Source: an optimization exercise on an open RTL-to-GDS flow (aim: small area). Production flows keep margins and buffers that such runs may drop.
Only simulation tests tie the RTL to the original design; equivalence was not proved.

==> inputs of lagoon <==
==> flow/design.v <==
package miner_pkg;
    localparam int DEF_NONCE_W  = 32;
    localparam int DEF_HEADER_W = 608;
    localparam int DEF_TARGET_W = 256;
    localparam logic [11:0] PAD_BITS = 12'h800;
    typedef enum logic [1:0] {
        IDLE  = 2'd0,
        RUN   = 2'd1,
        DRAIN = 2'd2
    } state_t;
endpackage
module miner_found_fifo #(
    parameter int WIDTH = 32,
    parameter int DEPTH = 4
) (
    input  logic             clk,
    input  logic             rst_n,
    input  logic             push,
    input  logic [WIDTH-1:0] push_data,
    input  logic             pop,
    output logic [WIDTH-1:0] head_data,
    output logic             full,
    output logic             empty
);
    localparam int AW = $clog2(DEPTH);
    logic [WIDTH-1:0] mem [DEPTH];
    logic [AW-1:0]    wr_ptr;
    logic [AW-1:0]    rd_ptr;
    logic [AW:0]      count;
    logic             do_push;
    logic             do_pop;
    assign empty     = (count == '0);
    assign full      = (count == (AW+1)'(DEPTH));
    assign do_pop    = pop && !empty;
    assign do_push   = push && (!full || do_pop);
    assign head_data = mem[rd_ptr];
    always_ff @(posedge clk) begin
        if (!rst_n) begin
            wr_ptr <= '0;
            rd_ptr <= '0;
            count  <= '0;
        end else begin
            if (do_push) wr_ptr <= wr_ptr + AW'(1);
            if (do_pop)  rd_ptr <= rd_ptr + AW'(1);
            if (do_push && !do_pop)      count <= count + (AW+1)'(1);
            else if (!do_push && do_pop) count <= count - (AW+1)'(1);
        end
    end
    always_ff @(posedge clk) begin
        if (do_push) mem[wr_ptr] <= push_data;
    end
endmodule
module miner_cmp_gt #(
    parameter int W = 32
) (
    input  logic [W-1:0] a,
    input  logic [W-1:0] b,
    output logic         gt
);
    localparam int LV = (W > 1) ? $clog2(W) : 1;
    localparam int N  = 1 << LV;
    logic [N-1:0] g [LV+1];
    logic [N-1:0] p [LV+1];
    always_comb begin
        for (int i = 0; i < N; i++) begin
            if (i < W) begin
                g[0][i] = a[i] & ~b[i];
                p[0][i] = a[i] | ~b[i];
            end else begin
                g[0][i] = 1'b0;
                p[0][i] = 1'b1;
            end
        end
        for (int l = 1; l <= LV; l++) begin
            for (int i = 0; i < N; i++) begin
                if (i < (N >> l)) begin
                    g[l][i] = g[l-1][2*i+1] | (p[l-1][2*i+1] & g[l-1][2*i]);
                    p[l][i] = p[l-1][2*i+1] & p[l-1][2*i];
                end else begin
                    g[l][i] = 1'b0;
                    p[l][i] = 1'b1;
                end
            end
        end
    end
    assign gt = g[LV][0];
endmodule
module miner_nonce_dispatch #(
    parameter int NUM_CORES  = 4,
    parameter int NONCE_W    = miner_pkg::DEF_NONCE_W,
    parameter int HEADER_W   = miner_pkg::DEF_HEADER_W,
    parameter int TARGET_W   = miner_pkg::DEF_TARGET_W,
    parameter int FIFO_DEPTH = 4,
    parameter int PAD_W      = NONCE_W + 12
) (
    input  logic                 clk,
    input  logic                 rst_n,
    input  logic                 job_valid,
    output logic                 job_ready,
    input  logic [HEADER_W-1:0]  job_header,
    input  logic [TARGET_W-1:0]  job_target,
    input  logic [NONCE_W-1:0]   job_nonce_lo,
    input  logic [NONCE_W-1:0]   job_nonce_hi,
    input  logic                 job_stop_first,
    input  logic                 abort,
    output logic [HEADER_W-1:0]  hdr_out,
    input  logic [NUM_CORES-1:0] core_ready,
    output logic [NUM_CORES-1:0] core_issue,
    output logic [NONCE_W-1:0]   core_nonce,
    input  logic                 res_valid,
    input  logic [NONCE_W-1:0]   res_nonce,
    input  logic [TARGET_W-1:0]  res_digest,
    output logic                 found_valid,
    input  logic                 found_ready,
    output logic [NONCE_W-1:0]   found_nonce,
    output logic [PAD_W-1:0]     found_padded,
    output logic                 job_done,
    output logic                 overflow,
    output logic                 busy
);
    localparam int IDX_W = (NUM_CORES > 1) ? $clog2(NUM_CORES) : 1;
    localparam int CNT_W = $clog2(NUM_CORES * 4) + 1;
    miner_pkg::state_t    state;
    miner_pkg::state_t    state_nxt;
    logic [HEADER_W-1:0]  header_q;
    logic [TARGET_W-1:0]  target_q;
    logic [NONCE_W-1:0]   hi_q;
    logic [NONCE_W-1:0]   next_nonce;
    logic [NONCE_W-1:0]   hit_nonce_q;
    logic                 stop_first_q;
    logic                 hit_q;
    logic [IDX_W-1:0]     last_grant;
    logic [IDX_W-1:0]     grant_idx;
    logic [IDX_W-1:0]     cand;
    logic                 grant_any;
    logic                 grant;
    logic                 idle;
    logic                 res_live;
    logic                 miss_now;
    logic                 hit_now;
    logic                 lo_gt_hi;
    logic                 last_issue;
    logic [CNT_W-1:0]     outstanding;
    logic                 fifo_full;
    logic                 fifo_empty;
    logic                 pop;
    always_comb begin
        grant_any = 1'b0;
        grant_idx = last_grant;
        cand      = last_grant;
        for (int i = 1; i <= NUM_CORES; i++) begin
            cand = IDX_W'((int'(last_grant) + i) % NUM_CORES);
            if (!grant_any && core_ready[cand]) begin
                grant_any = 1'b1;
                grant_idx = cand;
            end
        end
    end
    miner_cmp_gt #(.W(TARGET_W)) u_cmp_digest (
        .a  (res_digest),
        .b  (target_q),
        .gt (miss_now)
    );
    miner_cmp_gt #(.W(NONCE_W)) u_cmp_range (
        .a  (job_nonce_lo),
        .b  (job_nonce_hi),
        .gt (lo_gt_hi)
    );
    assign idle       = (state == miner_pkg::IDLE);
    assign res_live   = res_valid && !idle && !abort;
    assign hit_now    = res_live && !miss_now;
    assign grant      = (state == miner_pkg::RUN) && !abort && grant_any && !(stop_first_q && hit_now);
    assign last_issue = grant && (next_nonce == hi_q);
    assign core_issue = grant ? (NUM_CORES'(1) << grant_idx) : '0;
    assign core_nonce = next_nonce;
    assign hdr_out    = header_q;
    assign job_ready  = idle;
    assign busy       = !idle;
    always_ff @(posedge clk) begin
        if (!rst_n) state <= miner_pkg::IDLE;
        else        state <= state_nxt;
    end
    always_comb begin
        state_nxt = state;
        job_done  = 1'b0;
        if (abort && state != miner_pkg::IDLE) begin
            state_nxt = miner_pkg::IDLE;
        end else begin
            case (state)
                miner_pkg::IDLE:  if (job_valid) state_nxt = lo_gt_hi ? miner_pkg::DRAIN : miner_pkg::RUN;
                miner_pkg::RUN:   if (last_issue || (stop_first_q && hit_now)) state_nxt = miner_pkg::DRAIN;
                miner_pkg::DRAIN: if (outstanding == '0) begin
                           job_done  = 1'b1;
                           state_nxt = miner_pkg::IDLE;
                       end
                default: state_nxt = miner_pkg::IDLE;
            endcase
        end
    end
    always_ff @(posedge clk) begin
        if (idle && job_valid) header_q <= job_header;
    end
    always_ff @(posedge clk) begin
        if (idle) begin
            target_q     <= job_target;
            hi_q         <= job_nonce_hi;
            stop_first_q <= job_stop_first;
        end
    end
    always_ff @(posedge clk) begin
        if (idle) begin
            next_nonce <= job_nonce_lo;
            last_grant <= IDX_W'(NUM_CORES - 1);
        end else if (grant) begin
            next_nonce <= next_nonce + NONCE_W'(1);
            last_grant <= grant_idx;
        end
    end
    always_ff @(posedge clk) begin
        hit_nonce_q <= res_nonce;
    end
    always_ff @(posedge clk) begin
        if (!rst_n) hit_q <= 1'b0;
        else        hit_q <= hit_now;
    end
    always_ff @(posedge clk) begin
        if (!rst_n) begin
            outstanding <= '0;
        end else if (abort) begin
            outstanding <= '0;
        end else if (grant && !res_live) begin
            outstanding <= outstanding + CNT_W'(1);
        end else if (!grant && res_live && outstanding != '0) begin
            outstanding <= outstanding - CNT_W'(1);
        end
    end
    assign pop = found_ready && found_valid;
    always_ff @(posedge clk) begin
        if (!rst_n)                              overflow <= 1'b0;
        else if (hit_q && fifo_full && !pop)     overflow <= 1'b1;
    end
    miner_found_fifo #(
        .WIDTH (NONCE_W),
        .DEPTH (FIFO_DEPTH)
    ) u_found_fifo (
        .clk       (clk),
        .rst_n     (rst_n),
        .push      (hit_q),
        .push_data (hit_nonce_q),
        .pop       (pop),
        .head_data (found_nonce),
        .full      (fifo_full),
        .empty     (fifo_empty)
    );
    assign found_valid  = !fifo_empty;
    assign found_padded = PAD_W'({found_nonce, miner_pkg::PAD_BITS});
endmodule
==> flow/run.sh <==
#!/bin/bash
# synth_recipe.tcl (not shown) runs the flow's synth.tcl, then flattens the netlist and writes it again
# the make line also repeats each setting of config.mk as NAME=value (left out here)
make -C /OpenROAD-flow-scripts/flow DESIGN_CONFIG=/design/flow/config.mk WORK_HOME=/design/flow/orfs CLKGATE_MAP_FILE= SYNTH_SCRIPT=/design/flow/synth_recipe.tcl finish
==> flow/config.mk <==
export PLATFORM = sky130hd
export DESIGN_NAME = miner_nonce_dispatch
export DESIGN_NICKNAME = miner_nonce_dispatch
export VERILOG_FILES = /design/flow/design.v
export SDC_FILE = /design/flow/constraint.sdc
export NUM_CORES = 4
export LEC_CHECK = 0
export CAP_MARGIN = 20
export CORE_AREA = 10 10 690 690
export DIE_AREA = 0 0 700 700
export SLEW_MARGIN = 20
==> flow/constraint.sdc <==
create_clock -name core_clock -period 10.0 [get_ports {clk}]
set_input_delay 2.0000 -clock core_clock [delete_from_list [all_inputs] [get_ports {clk}]]
set_output_delay 2.0000 -clock core_clock [all_outputs]
set_load 0.01 [all_outputs]
==> xenon: changes against lagoon <==
--- a/flow/design.v
+++ b/flow/design.v
@@ -24,8 +24,8 @@
 );
     localparam int AW = $clog2(DEPTH);
     logic [WIDTH-1:0] mem [DEPTH];
-    logic [AW-1:0]    wr_ptr;
-    logic [AW-1:0]    rd_ptr;
+    logic [DEPTH-1:0] wr_oh;
+    logic [DEPTH-1:0] rd_oh;
     logic [AW:0]      count;
     logic             do_push;
     logic             do_pop;
@@ -33,21 +33,26 @@
     assign full      = (count == (AW+1)'(DEPTH));
     assign do_pop    = pop && !empty;
     assign do_push   = push && (!full || do_pop);
-    assign head_data = mem[rd_ptr];
+    always_comb begin
+        head_data = '0;
+        for (int i = 0; i < DEPTH; i++)
+            if (rd_oh[i]) head_data = head_data | mem[i];
+    end
     always_ff @(posedge clk) begin
         if (!rst_n) begin
-            wr_ptr <= '0;
-            rd_ptr <= '0;
-            count  <= '0;
+            wr_oh <= DEPTH'(1);
+            rd_oh <= DEPTH'(1);
+            count <= '0;
         end else begin
-            if (do_push) wr_ptr <= wr_ptr + AW'(1);
-            if (do_pop)  rd_ptr <= rd_ptr + AW'(1);
+            if (do_push) wr_oh <= {wr_oh[DEPTH-2:0], wr_oh[DEPTH-1]};
+            if (do_pop)  rd_oh <= {rd_oh[DEPTH-2:0], rd_oh[DEPTH-1]};
             if (do_push && !do_pop)      count <= count + (AW+1)'(1);
             else if (!do_push && do_pop) count <= count - (AW+1)'(1);
         end
     end
     always_ff @(posedge clk) begin
-        if (do_push) mem[wr_ptr] <= push_data;
+        for (int i = 0; i < DEPTH; i++)
+            if (do_push && wr_oh[i]) mem[i] <= push_data;
     end
 endmodule
 module miner_cmp_gt #(
@@ -57,19 +62,19 @@
     input  logic [W-1:0] b,
     output logic         gt
 );
-    localparam int LV = (W > 1) ? $clog2(W) : 1;
+    localparam int NG = (W + 1) / 2;
+    localparam int LV = (NG > 1) ? $clog2(NG) : 0;
     localparam int N  = 1 << LV;
-    logic [N-1:0] g [LV+1];
-    logic [N-1:0] p [LV+1];
+    logic [2*N-1:0] ax;
+    logic [2*N-1:0] bx;
+    logic [N-1:0]   g [LV+1];
+    logic [N-1:0]   p [LV+1];
+    assign ax = (2*N)'(a);
+    assign bx = (2*N)'(b);
     always_comb begin
         for (int i = 0; i < N; i++) begin
-            if (i < W) begin
-                g[0][i] = a[i] & ~b[i];
-                p[0][i] = a[i] | ~b[i];
-            end else begin
-                g[0][i] = 1'b0;
-                p[0][i] = 1'b1;
-            end
+            g[0][i] = (ax[2*i+1] & ~bx[2*i+1]) | ((ax[2*i+1] | ~bx[2*i+1]) & ax[2*i] & ~bx[2*i]);
+            p[0][i] = (ax[2*i+1] | ~bx[2*i+1]) & (ax[2*i] | ~bx[2*i]);
         end
         for (int l = 1; l <= LV; l++) begin
             for (int i = 0; i < N; i++) begin
==> flow/flow/run.sh (new file) <==
#!/bin/bash
# The standard layout, with the port buffers made of the smallest buffer cell,
# the pins allowed on every routing track (so a small die holds all ports, the
# clock pin kept apart from them), and a clock tree of small buffers without
# dummy loads.
set -uo pipefail
export BUFFER_PORTS_ARGS="-buffer_cell sky130_fd_sc_hd__buf_1"
export PRE_IO_PLACEMENT_TCL="$PWD/flow/io.tcl"
export PLACE_PINS_ARGS="-min_distance 1 -min_distance_in_tracks -exclude left:190-210"
export CTS_ARGS="-sink_clustering_enable -repair_clock_nets -dont_use_dummy_load -buf_list {sky130_fd_sc_hd__clkbuf_4 sky130_fd_sc_hd__clkbuf_8} -sink_clustering_size 16 -sink_clustering_max_diameter 60"
bash standard.sh > standard.log 2>&1
==> flow/flow/io.tcl (new file) <==
# Keep the clock pin clear of the dense signal pins: fixed mid left edge,
# with the stretch around it excluded from place_pins.
place_pin -pin_name clk -layer met3 -location {0 200} -pin_size {0.8 0.3} -force_to_die_boundary
==> flow/standard.sh (new file) <==
#!/bin/bash
# synth_recipe.tcl (not shown) runs the flow's synth.tcl, then flattens the netlist and writes it again
# the make line also repeats each setting of config.mk as NAME=value (left out here)
make -C /OpenROAD-flow-scripts/flow DESIGN_CONFIG=/design/flow/config.mk WORK_HOME=/design/flow/orfs CLKGATE_MAP_FILE= SYNTH_SCRIPT=/design/flow/synth_recipe.tcl "${@:-finish}"
- CORE_AREA: 10 10 690 690 -> 5 5 395 395
- DIE_AREA: 0 0 700 700 -> 0 0 400 400
removed: flow/run.sh
==> summary.txt <==
Run status: lagoon complete, no violations; xenon did not finish
Failing step: lagoon -; xenon global routing
Top-area cell type share of the netlist area: lagoon 76.6%; xenon 77.2%
Adder-Cell Fraction of Synth Area: lagoon 2.19%; xenon 1.82%
Worst slack after detailed placement: lagoon 713 ps; xenon 2210 ps
Number of buffers created by CTS: lagoon 157; xenon 112
Post-synthesis simple-gate area fraction: lagoon 6.19%; xenon 6.17%
Number of standard-cell rows in the floorplan: lagoon 249; xenon 143
HPWL reported at the end of detailed placement: lagoon 425 mm; xenon 168 mm
Sequential area share after synthesis: lagoon 79.1%; xenon 79.8%
Number of distinct library cells after synthesis: lagoon 77; xenon 79
Synthesized instance count: lagoon 2419; xenon 2469
Share of synthesized area spent on multiplexers: lagoon 2.00%; xenon 0.122%
Initial cell density of the core: lagoon 9.00%; xenon 27.1%
Die H: lagoon 700 um; xenon 400 um
Share of the synthesized area in compound gates (AO/OA/AOI/OAI): lagoon 5.79%; xenon 7.18%
Number of warning messages in the yosys log: lagoon 8; xenon 9
Maximum count of clock buffers along a single path: lagoon 4; xenon 3
Number of cells after detailed placement: lagoon 10500; xenon 6390
Gpl congestion: lagoon 0.983; xenon 1.07
Netlist area before placement: lagoon 0.0414 mm^2; xenon 0.0411 mm^2
CTS Root Buffer Type: lagoon clkbuf_16; xenon clkbuf_8
Standard cell area after detailed placement: lagoon 0.0685 mm^2; xenon 0.0507 mm^2
Total of flip-flops plus latches after synthesis: lagoon 1109; xenon 1111
Sinks on the clock net: lagoon 1109; xenon 1111
Avg Synthesized Cell Area: lagoon 17.1 um^2; xenon 16.7 um^2
Die Span X: lagoon 700 um; xenon 400 um
Xor/xnor cell area share of the yosys netlist: lagoon 1.46%; xenon 1.41%

## afterwards: timing with drivers on the ports
The results above use ideal ports. As a check the final layout listed here was re-extracted and re-timed, cells and wires unchanged.
Step 1, drivers: a clkbuf_16 drives clk and a buf_2 each remaining input, both assumed.
Step 2 moves the port delays by t, midway between the first and last clock arrival at a register: inputs arrive t later, outputs are due t later. That takes back most of the time a late clock gives input paths.
Three values: ideal ports, drivers, drivers and shift; two values: the first two.
run: lagoon
t (ns): 0.936
slack for setup (ns): 0.812 / 0.741 / 0.741
latest minus earliest clock arrival (ns): 0.069 / 0.068
worst slew at a driven data input, ns: 0.67
pins driven straight from the clock port: 1
After both steps setup and hold are still met in lagoon. The setup slack of lagoon moves by -0.071 ns with the drivers and by -0.071 ns with both steps.
